This design comes from an exercise in tuning for small area on the open sky130 flow, not from production work. Where RTL was checked, it was by simulation tests only, not by an equivalence proof against the original. Power is estimated from default activity; no workload was simulated.

## try-harbor
// ohlc_bar_aggregator_top
module ohlc_bar_aggregator_top (
  input  wire logic                  clk_i,
  input  wire logic                  rst_ni,
  input  wire logic                  trade_valid_i,
  output logic                       trade_ready_o,
  input  wire logic [TIME_W-1:0]     trade_time_i,
  input  wire logic [PRICE_W-1:0]    trade_price_i,
  input  wire logic                  trade_end_of_batch_i,
  output logic                       bar_valid_o,
  input  wire logic                  bar_ready_i,
  output logic [TIME_W-1:0]          bar_time_o,
  output logic [PRICE_W-1:0]         bar_open_o,
  output logic [PRICE_W-1:0]         bar_high_o,
  output logic [PRICE_W-1:0]         bar_low_o,
  output logic [PRICE_W-1:0]         bar_close_o,
  output logic [1:0]                 bar_kind_o,
  output logic                       bar_gaps_dropped_o,
  output logic                       bar_last_result_o,
  input  wire logic                  psel,
  input  wire logic                  penable,
  input  wire logic                  pwrite,
  input  wire logic [APB_ADDR_W-1:0] paddr,
  input  wire logic [APB_DATA_W-1:0] pwdata,
  output logic [APB_DATA_W-1:0]      prdata,
  output logic                       pready
);
Settings: LEC_CHECK=0, ABC_AREA=1, CAP_MARGIN=0, CORE_MARGIN=2, CORE_UTILIZATION=45, CTS_BUF_LIST=sky130_fd_sc_hd__clkbuf_4, PLACE_DENSITY=0.6, SLEW_MARGIN=0; clock period 10.0 ns.
standard.sh (not shown) runs the stock make flow with config.mk's settings and CLKGATE_MAP_FILE= SYNTH_SCRIPT=/design/flow/synth_recipe.tcl, a recipe that flattens the netlist after the stock synthesis.
==> flow/flow/run.sh <==
#!/bin/bash
set -euo pipefail
rm -rf scripts_abc
cp -r "$FLOW_HOME/scripts" scripts_abc
cp flow/abc_area.script scripts_abc/abc_area.script
export SCRIPTS_DIR="$PWD/scripts_abc"
export BUFFER_PORTS_ARGS="-buffer_cell sky130_fd_sc_hd__buf_1"
export CTS_ARGS="-sink_clustering_enable -repair_clock_nets -dont_use_dummy_load -buf_list {sky130_fd_sc_hd__clkbuf_4 sky130_fd_sc_hd__clkbuf_8} -sink_clustering_size 12 -sink_clustering_max_diameter 100"
bash standard.sh > standard.log 2>&1
==> flow/flow/abc_area.script <==
&get -n
&st
&dch
&nf -a
&put
What try-ember does differently from try-harbor at the input level:
==> flow/flow/run.sh <==
#!/bin/bash
set -euo pipefail
export BUFFER_PORTS_ARGS="-buffer_cell sky130_fd_sc_hd__buf_1"
export CTS_ARGS="-sink_clustering_enable -repair_clock_nets -dont_use_dummy_load -buf_list {sky130_fd_sc_hd__clkbuf_8} -sink_clustering_size 16 -sink_clustering_max_diameter 120"
bash standard.sh > standard.log 2>&1
removed: flow/flow/abc_area.script
try-harbor -> try-ember: setup total negative slack delta 0, exact match
Buffer share of cell area delta for try-ember relative to try-harbor: 0.41 points lower
On try-ember: core utilization is 1.0 points lower than what try-harbor gave.
A capturing instance or port of the critical path of gcnt_q[0] is what try-harbor shows, while rem_q[16] belongs to try-ember.
### try-ember -> try-tundra
# try-ember
export LEC_CHECK = 0
export ABC_AREA = 1
export CAP_MARGIN = 0
export CORE_MARGIN = 2
export CORE_UTILIZATION = 45
export CTS_BUF_LIST = sky130_fd_sc_hd__clkbuf_4
export PLACE_DENSITY = 0.6
export SLEW_MARGIN = 0
create_clock -name core_clock -period 10.0 [get_ports {clk_i}]
# try-tundra
export LEC_CHECK = 0
export ABC_AREA = 1
export CAP_MARGIN = 0
export CORE_MARGIN = 2
export CORE_UTILIZATION = 55
export CTS_BUF_LIST = sky130_fd_sc_hd__clkbuf_4
export PLACE_DENSITY = 0.7
export SLEW_MARGIN = 0
create_clock -name core_clock -period 10.0 [get_ports {clk_i}]
==> flow/flow/run.sh <==
#!/bin/bash
set -euo pipefail
export BUFFER_PORTS_ARGS="-buffer_cell sky130_fd_sc_hd__buf_1"
export CTS_ARGS="-sink_clustering_enable -repair_clock_nets -dont_use_dummy_load -buf_list {sky130_fd_sc_hd__clkbuf_4 sky130_fd_sc_hd__clkbuf_8} -sink_clustering_size 12 -sink_clustering_max_diameter 100"
bash standard.sh > standard.log 2>&1
### Flow results
Per the comparison of try-tundra with try-ember, combinational group share of total power -0.4 points, combinational power now sits at about the same level, die height went down 17 um, total power moved up, area of the multi-input gates shows no meaningful change.
Min number of ordinary inverters in the final layout across try-tundra and try-ember: try-ember
In try-tundra, the fraction of power consumed by the clock network came out 0.8 points above the value in try-ember.
In the metrics for try-tundra and try-ember, the one carrying the lower clock network area share is try-ember.
When try-tundra is set beside try-ember, its register-to-register setup slack turns out to be 0.04 ns smaller.

Another version of the RTL of ohlc_bar_aggregator_top (not shown whole).
Size in the first run: roughly 1,400 cells after synthesis, about 280 flip-flops, roughly 15,000 um2 of cells after synthesis.
Settings: LEC_CHECK=0, ABC_AREA=1, CAP_MARGIN=20, CORE_MARGIN=2, CORE_UTILIZATION=40, CTS_BUF_LIST=sky130_fd_sc_hd__clkbuf_4, PLACE_DENSITY=0.6, SLEW_MARGIN=20; clock period 10.0 ns.
==> flow/flow/run.sh <==
#!/bin/bash
set -euo pipefail
export BUFFER_PORTS_ARGS="-buffer_cell sky130_fd_sc_hd__buf_1"
export CTS_ARGS="-sink_clustering_enable -repair_clock_nets -dont_use_dummy_load -buf_list {sky130_fd_sc_hd__clkbuf_4 sky130_fd_sc_hd__clkbuf_8} -sink_clustering_size 12 -sink_clustering_max_diameter 100"
bash standard.sh > standard.log 2>&1
The first run went through all stages and came out clean.
Then changed:
--- a/flow/config.mk
+++ b/flow/config.mk
@@ -9,6 +9,6 @@
 export CAP_MARGIN = 20
 export CORE_MARGIN = 2
-export CORE_UTILIZATION = 40
+export CORE_UTILIZATION = 65
 export CTS_BUF_LIST = sky130_fd_sc_hd__clkbuf_4
-export PLACE_DENSITY = 0.6
+export PLACE_DENSITY = 0.8
 export SLEW_MARGIN = 20
Area after synthesis stays the same. Worst setup slack got worse by 0.10 ns. Routed wire length decreases by 3.9%. Power came out higher by 0.36%. Utilization climbs by 28 points. Design area goes down by 1.2%.

v53:
RTL: one of the versions met above, not the one the previous note started from.
Size in the first run: ~280 flip-flops, ~350 I/O pins, about 0.014 mm2 of cells after synthesis.
export LEC_CHECK = 0
export ABC_AREA = 1
export CAP_MARGIN = 0
export CORE_MARGIN = 2
export CORE_UTILIZATION = 45
export CTS_BUF_LIST = sky130_fd_sc_hd__clkbuf_4
export PLACE_DENSITY = 0.6
export SLEW_MARGIN = 0
create_clock -name core_clock -period 10.0 [get_ports {clk_i}]
Scripts as last shown in full above: flow/flow/run.sh
v53 completed every stage of the flow, and the final layout passed the timing, DRC and antenna checks.
--- input diff v53..v26 ---
-- flow/config.mk --
<<< v53, line 11
export CORE_UTILIZATION = 45
>>> v26, line 11
export CORE_UTILIZATION = 38
### Flow results
v26: cell count after placement is 113 higher than what v53 reported. The lower height of the die came out of v53. Summary: with v53 as the reference, x dimension of the die in v26 moved up by a little under 10%. Number of input and output port buffers inserted: v53 vs v26 identical. Higher count of non-CTS buffers in the layout among v26 and v53: v26. The global-route usage of v26 falls short of that of v53 by 3.2 points. Between v26 and v53, the register area figures differ only marginally. Compared with v53, v26 shows number of placement rows higher by about 9%. Compared with v53, v26 ends up with a larger final cell area. v26 ends up with higher shortest period the worst path allows than v53 does.
### v26 -> v27
-- flow/flow/run.sh --
<<< v26, line 3
>>> v27, line 3
rm -rf scripts_abc
cp -r "$FLOW_HOME/scripts" scripts_abc
cp flow/abc_area.script scripts_abc/abc_area.script
export SCRIPTS_DIR="$PWD/scripts_abc"
==> flow/flow/abc_area.script (new file) <==
strash
dch
map -a
-- flow/config.mk --
<<< v26, line 11
export CORE_UTILIZATION = 38
>>> v27, line 11
export CORE_UTILIZATION = 45
--- outcome ---
- Count of cell instances traversed by the critical path came out exactly the same in v27 and v26.
- First-iteration DRC count in v27 is 16 higher than in v26
- v27 went all the way through the flow, and no timing, DRC or antenna check failed.
- Summary of v27 over v26: post-layout total power down about 3.6%; slew at the pin with the worst max-slew slack up 120 ps; port buffer count flat.
Inputs modified between v27 and v17:
-- flow/flow/run.sh --
<<< v27, line 8
export CTS_ARGS="-sink_clustering_enable -repair_clock_nets -dont_use_dummy_load -buf_list {sky130_fd_sc_hd__clkbuf_4 sky130_fd_sc_hd__clkbuf_8} -sink_clustering_size 12 -sink_clustering_max_diameter 100"
>>> v17, line 8
export CTS_ARGS="-sink_clustering_enable -repair_clock_nets -dont_use_dummy_load -buf_list {sky130_fd_sc_hd__clkbuf_8} -sink_clustering_size 14 -sink_clustering_max_diameter 110"
Results
v17 closes out successfully: all stages finished, all timing, DRC and antenna checks passed.
met1 track utilization from global routing ends up lower on v27.
Diff v27 and v17: worst setup slack lower in v17
Total power is lower on v17
The hold slack on v17 is in line with that on v27.
Internal power component ended up about 0.7% lower on v17 than on v27.
The transition time of the tightest slew-check pin number comes out lower for v27 vs v17.
Number of nets in the finished design across v27 and v17: no real change.

Another version of the RTL of ohlc_bar_aggregator_top (not shown whole).
Size: about 1300 cells after synthesis, roughly 280 flip-flops, about 350 I/O pins.
// ohlc_bar_aggregator_top
module ohlc_bar_aggregator_top (
  input  wire logic                  clk_i,
  input  wire logic                  rst_ni,
  input  wire logic                  trade_valid_i,
  output logic                       trade_ready_o,
  input  wire logic [TIME_W-1:0]     trade_time_i,
  input  wire logic [PRICE_W-1:0]    trade_price_i,
  input  wire logic                  trade_end_of_batch_i,
  output logic                       bar_valid_o,
  input  wire logic                  bar_ready_i,
  output logic [TIME_W-1:0]          bar_time_o,
  output logic [PRICE_W-1:0]         bar_open_o,
  output logic [PRICE_W-1:0]         bar_high_o,
  output logic [PRICE_W-1:0]         bar_low_o,
  output logic [PRICE_W-1:0]         bar_close_o,
  output logic [1:0]                 bar_kind_o,
  output logic                       bar_gaps_dropped_o,
  output logic                       bar_last_result_o,
  input  wire logic                  psel,
  input  wire logic                  penable,
  input  wire logic                  pwrite,
  input  wire logic [APB_ADDR_W-1:0] paddr,
  input  wire logic [APB_DATA_W-1:0] pwdata,
  output logic [APB_DATA_W-1:0]      prdata,
  output logic                       pready
);
export LEC_CHECK = 0
export CAP_MARGIN = 20
export CORE_MARGIN = 2
export CORE_UTILIZATION = 40
export CTS_BUF_LIST = sky130_fd_sc_hd__clkbuf_4
export PLACE_DENSITY = 0.6
export SLEW_MARGIN = 20
create_clock -name core_clock -period 10.0 [get_ports {clk_i}]
==> flow/flow/run.sh <==
#!/bin/bash
set -euo pipefail
export BUFFER_PORTS_ARGS="-buffer_cell sky130_fd_sc_hd__buf_1"
export CTS_ARGS="-sink_clustering_enable -repair_clock_nets -dont_use_dummy_load -buf_list sky130_fd_sc_hd__clkbuf_4"
bash standard.sh > standard.log 2>&1
Rerun with:
==> flow/flow/run.sh (replaced) <==
#!/bin/bash
set -euo pipefail
export BUFFER_PORTS_ARGS="-buffer_cell sky130_fd_sc_hd__buf_1"
bash standard.sh > standard.log 2>&1
=>
- The new run ran to the end with no violations
- clock power came out higher by a quarter to a third
- non-clock buffer count is unchanged
- core utilization came out higher by 0.93 points
- worst hold slack is better by 0.011 ns
- sequential share of layout area came out lower by 0.89 points
- total power came out higher by a few percent
- via count came out higher slightly
Function was not checked in any run of this note: the RTL went through the layout flow alone.

RTL: one of the versions met above, not the one the previous note started from.
Size in the first run: about 1300 cells after synthesis, roughly 350 I/O pins.
==> flow/config.mk <==
export PLATFORM = sky130hd
export DESIGN_NAME = ohlc_bar_aggregator_top
export DESIGN_NICKNAME = ohlc_bar_aggregator_top
export VERILOG_FILES = /design/flow/design.v
export SDC_FILE = /design/flow/constraint.sdc
export NUM_CORES = 4
export LEC_CHECK = 0
export CAP_MARGIN = 20
export CORE_MARGIN = 2
export CORE_UTILIZATION = 40
export CTS_BUF_LIST = sky130_fd_sc_hd__clkbuf_4
export PLACE_DENSITY = 0.6
export SLEW_MARGIN = 20
==> flow/constraint.sdc <==
create_clock -name core_clock -period 10.0 [get_ports {clk_i}]
set_input_delay 2.0000 -clock core_clock [delete_from_list [all_inputs] [get_ports {clk_i}]]
set_output_delay 2.0000 -clock core_clock [all_outputs]
set_load 0.01 [all_outputs]
==> flow/flow/run.sh <==
#!/bin/bash
set -euo pipefail
export BUFFER_PORTS_ARGS="-buffer_cell sky130_fd_sc_hd__buf_1"
export CTS_ARGS="-sink_clustering_enable -repair_clock_nets -dont_use_dummy_load -buf_list sky130_fd_sc_hd__clkbuf_4"
bash standard.sh > standard.log 2>&1
The first run passed the timing, DRC and antenna checks.
Edit:
==> flow/flow/run.sh (replaced) <==
#!/bin/bash
set -euo pipefail
export BUFFER_PORTS_ARGS="-buffer_cell sky130_fd_sc_hd__buf_1"
export CTS_ARGS="-sink_clustering_enable -repair_clock_nets -dont_use_dummy_load -buf_list sky130_fd_sc_hd__clkbuf_4 -sink_clustering_size 9 -sink_clustering_max_diameter 80"
bash standard.sh > standard.log 2>&1
--- a/flow/config.mk
+++ b/flow/config.mk
@@ -6,4 +6,5 @@
 export NUM_CORES = 4
 export LEC_CHECK = 0
+export ABC_AREA = 1
 export CAP_MARGIN = 20
 export CORE_MARGIN = 2
=>
- area after synthesis fell by 2.4%
- clock skew fell by 0.032 ns
- clock power shrinks by 32%
- sequential share of layout area went up by 2.0 points
- hold slack degrades by 0.024 ns
- sequential power is lower by about 3%
- wire length fell by 10%
- setup slack improves by 0.038 ns
- global-route usage came out lower by 2.0 points
Edit:
==> flow/flow/run.sh (replaced) <==
#!/bin/bash
set -euo pipefail
export BUFFER_PORTS_ARGS="-buffer_cell sky130_fd_sc_hd__buf_1"
export CTS_ARGS="-sink_clustering_enable -repair_clock_nets -dont_use_dummy_load -buf_list {sky130_fd_sc_hd__clkbuf_4 sky130_fd_sc_hd__clkbuf_8} -sink_clustering_size 12 -sink_clustering_max_diameter 100"
bash standard.sh > standard.log 2>&1
--- a/flow/config.mk
+++ b/flow/config.mk
@@ -7,8 +7,8 @@
 export LEC_CHECK = 0
 export ABC_AREA = 1
-export CAP_MARGIN = 20
+export CAP_MARGIN = 0
 export CORE_MARGIN = 2
 export CORE_UTILIZATION = 40
 export CTS_BUF_LIST = sky130_fd_sc_hd__clkbuf_4
 export PLACE_DENSITY = 0.6
-export SLEW_MARGIN = 20
+export SLEW_MARGIN = 0
Hold slack stays flat.
Die area stays the same.
Via count stays flat.
Total power went up slightly.

[static timing again, ports no longer ideal]
In the flow no input, the clock included, has a driving cell. The finished layouts below were timed again as built, in two steps.
Step 1 sets driving cells, clkbuf_16 on the clock port and buf_2 on the other inputs (assumed; they add their load-dependent delay and slew).
Step 2 also shifts input and output timing later by t, the mid clock arrival at the registers, as if the neighbouring blocks saw the same clock.
Slacks: ideal / step 1 / step 2; pairs: ideal / step 1.
run | t, ns | slack for setup (ns) | hold slack, ns | worst setup path at the end | worst data-port slew with drivers (ns)
try-harbor | 0.605 | 0.435 / 0.435 / 0.435 | 0.501 / 0.501 / 0.501 | register to register | 0.08
try-ember | 0.598 | 0.432 / 0.432 / 0.432 | 0.479 / 0.479 / 0.479 | register to register | 0.13
try-tundra | 0.609 | 0.393 / 0.393 / 0.393 | 0.472 / 0.472 / 0.472 | register to register | 0.07
the first run of note 2 | 0.615 | 0.383 / 0.383 / 0.383 | 0.464 / 0.464 / 0.464 | register to register | 0.08
the second run of note 2 | 0.612 | 0.281 / 0.281 / 0.281 | 0.479 / 0.479 / 0.479 | register to register | 0.10
v53 | 0.623 | 0.411 / 0.411 / 0.411 | 0.467 / 0.467 / 0.467 | register to register | 0.13
v26 | 0.635 | 0.387 / 0.387 / 0.387 | 0.472 / 0.472 / 0.472 | register to register | 0.08
v27 | 0.617 | 0.515 / 0.515 / 0.515 | 0.466 / 0.466 / 0.466 | register to register | 0.07
v17 | 0.597 | 0.497 / 0.497 / 0.497 | 0.469 / 0.469 / 0.469 | register to register | 0.07
the first run of note 4 | 0.762 | 0.407 / 0.407 / 0.407 | 0.466 / 0.466 / 0.466 | register to register | 0.07
the second run of note 4 | 0.787 | 0.440 / 0.440 / 0.440 | 0.477 / 0.477 / 0.477 | register to register | 0.07
the first run of note 5 | 0.771 | 0.322 / 0.322 / 0.322 | 0.490 / 0.490 / 0.490 | register to register | 0.08
the second run of note 5 | 0.689 | 0.361 / 0.361 / 0.361 | 0.466 / 0.466 / 0.466 | register to register | 0.08
the third run of note 5 | 0.608 | 0.397 / 0.397 / 0.397 | 0.463 / 0.463 / 0.463 | register to register | 0.08
After both steps every run listed still meets setup and hold.
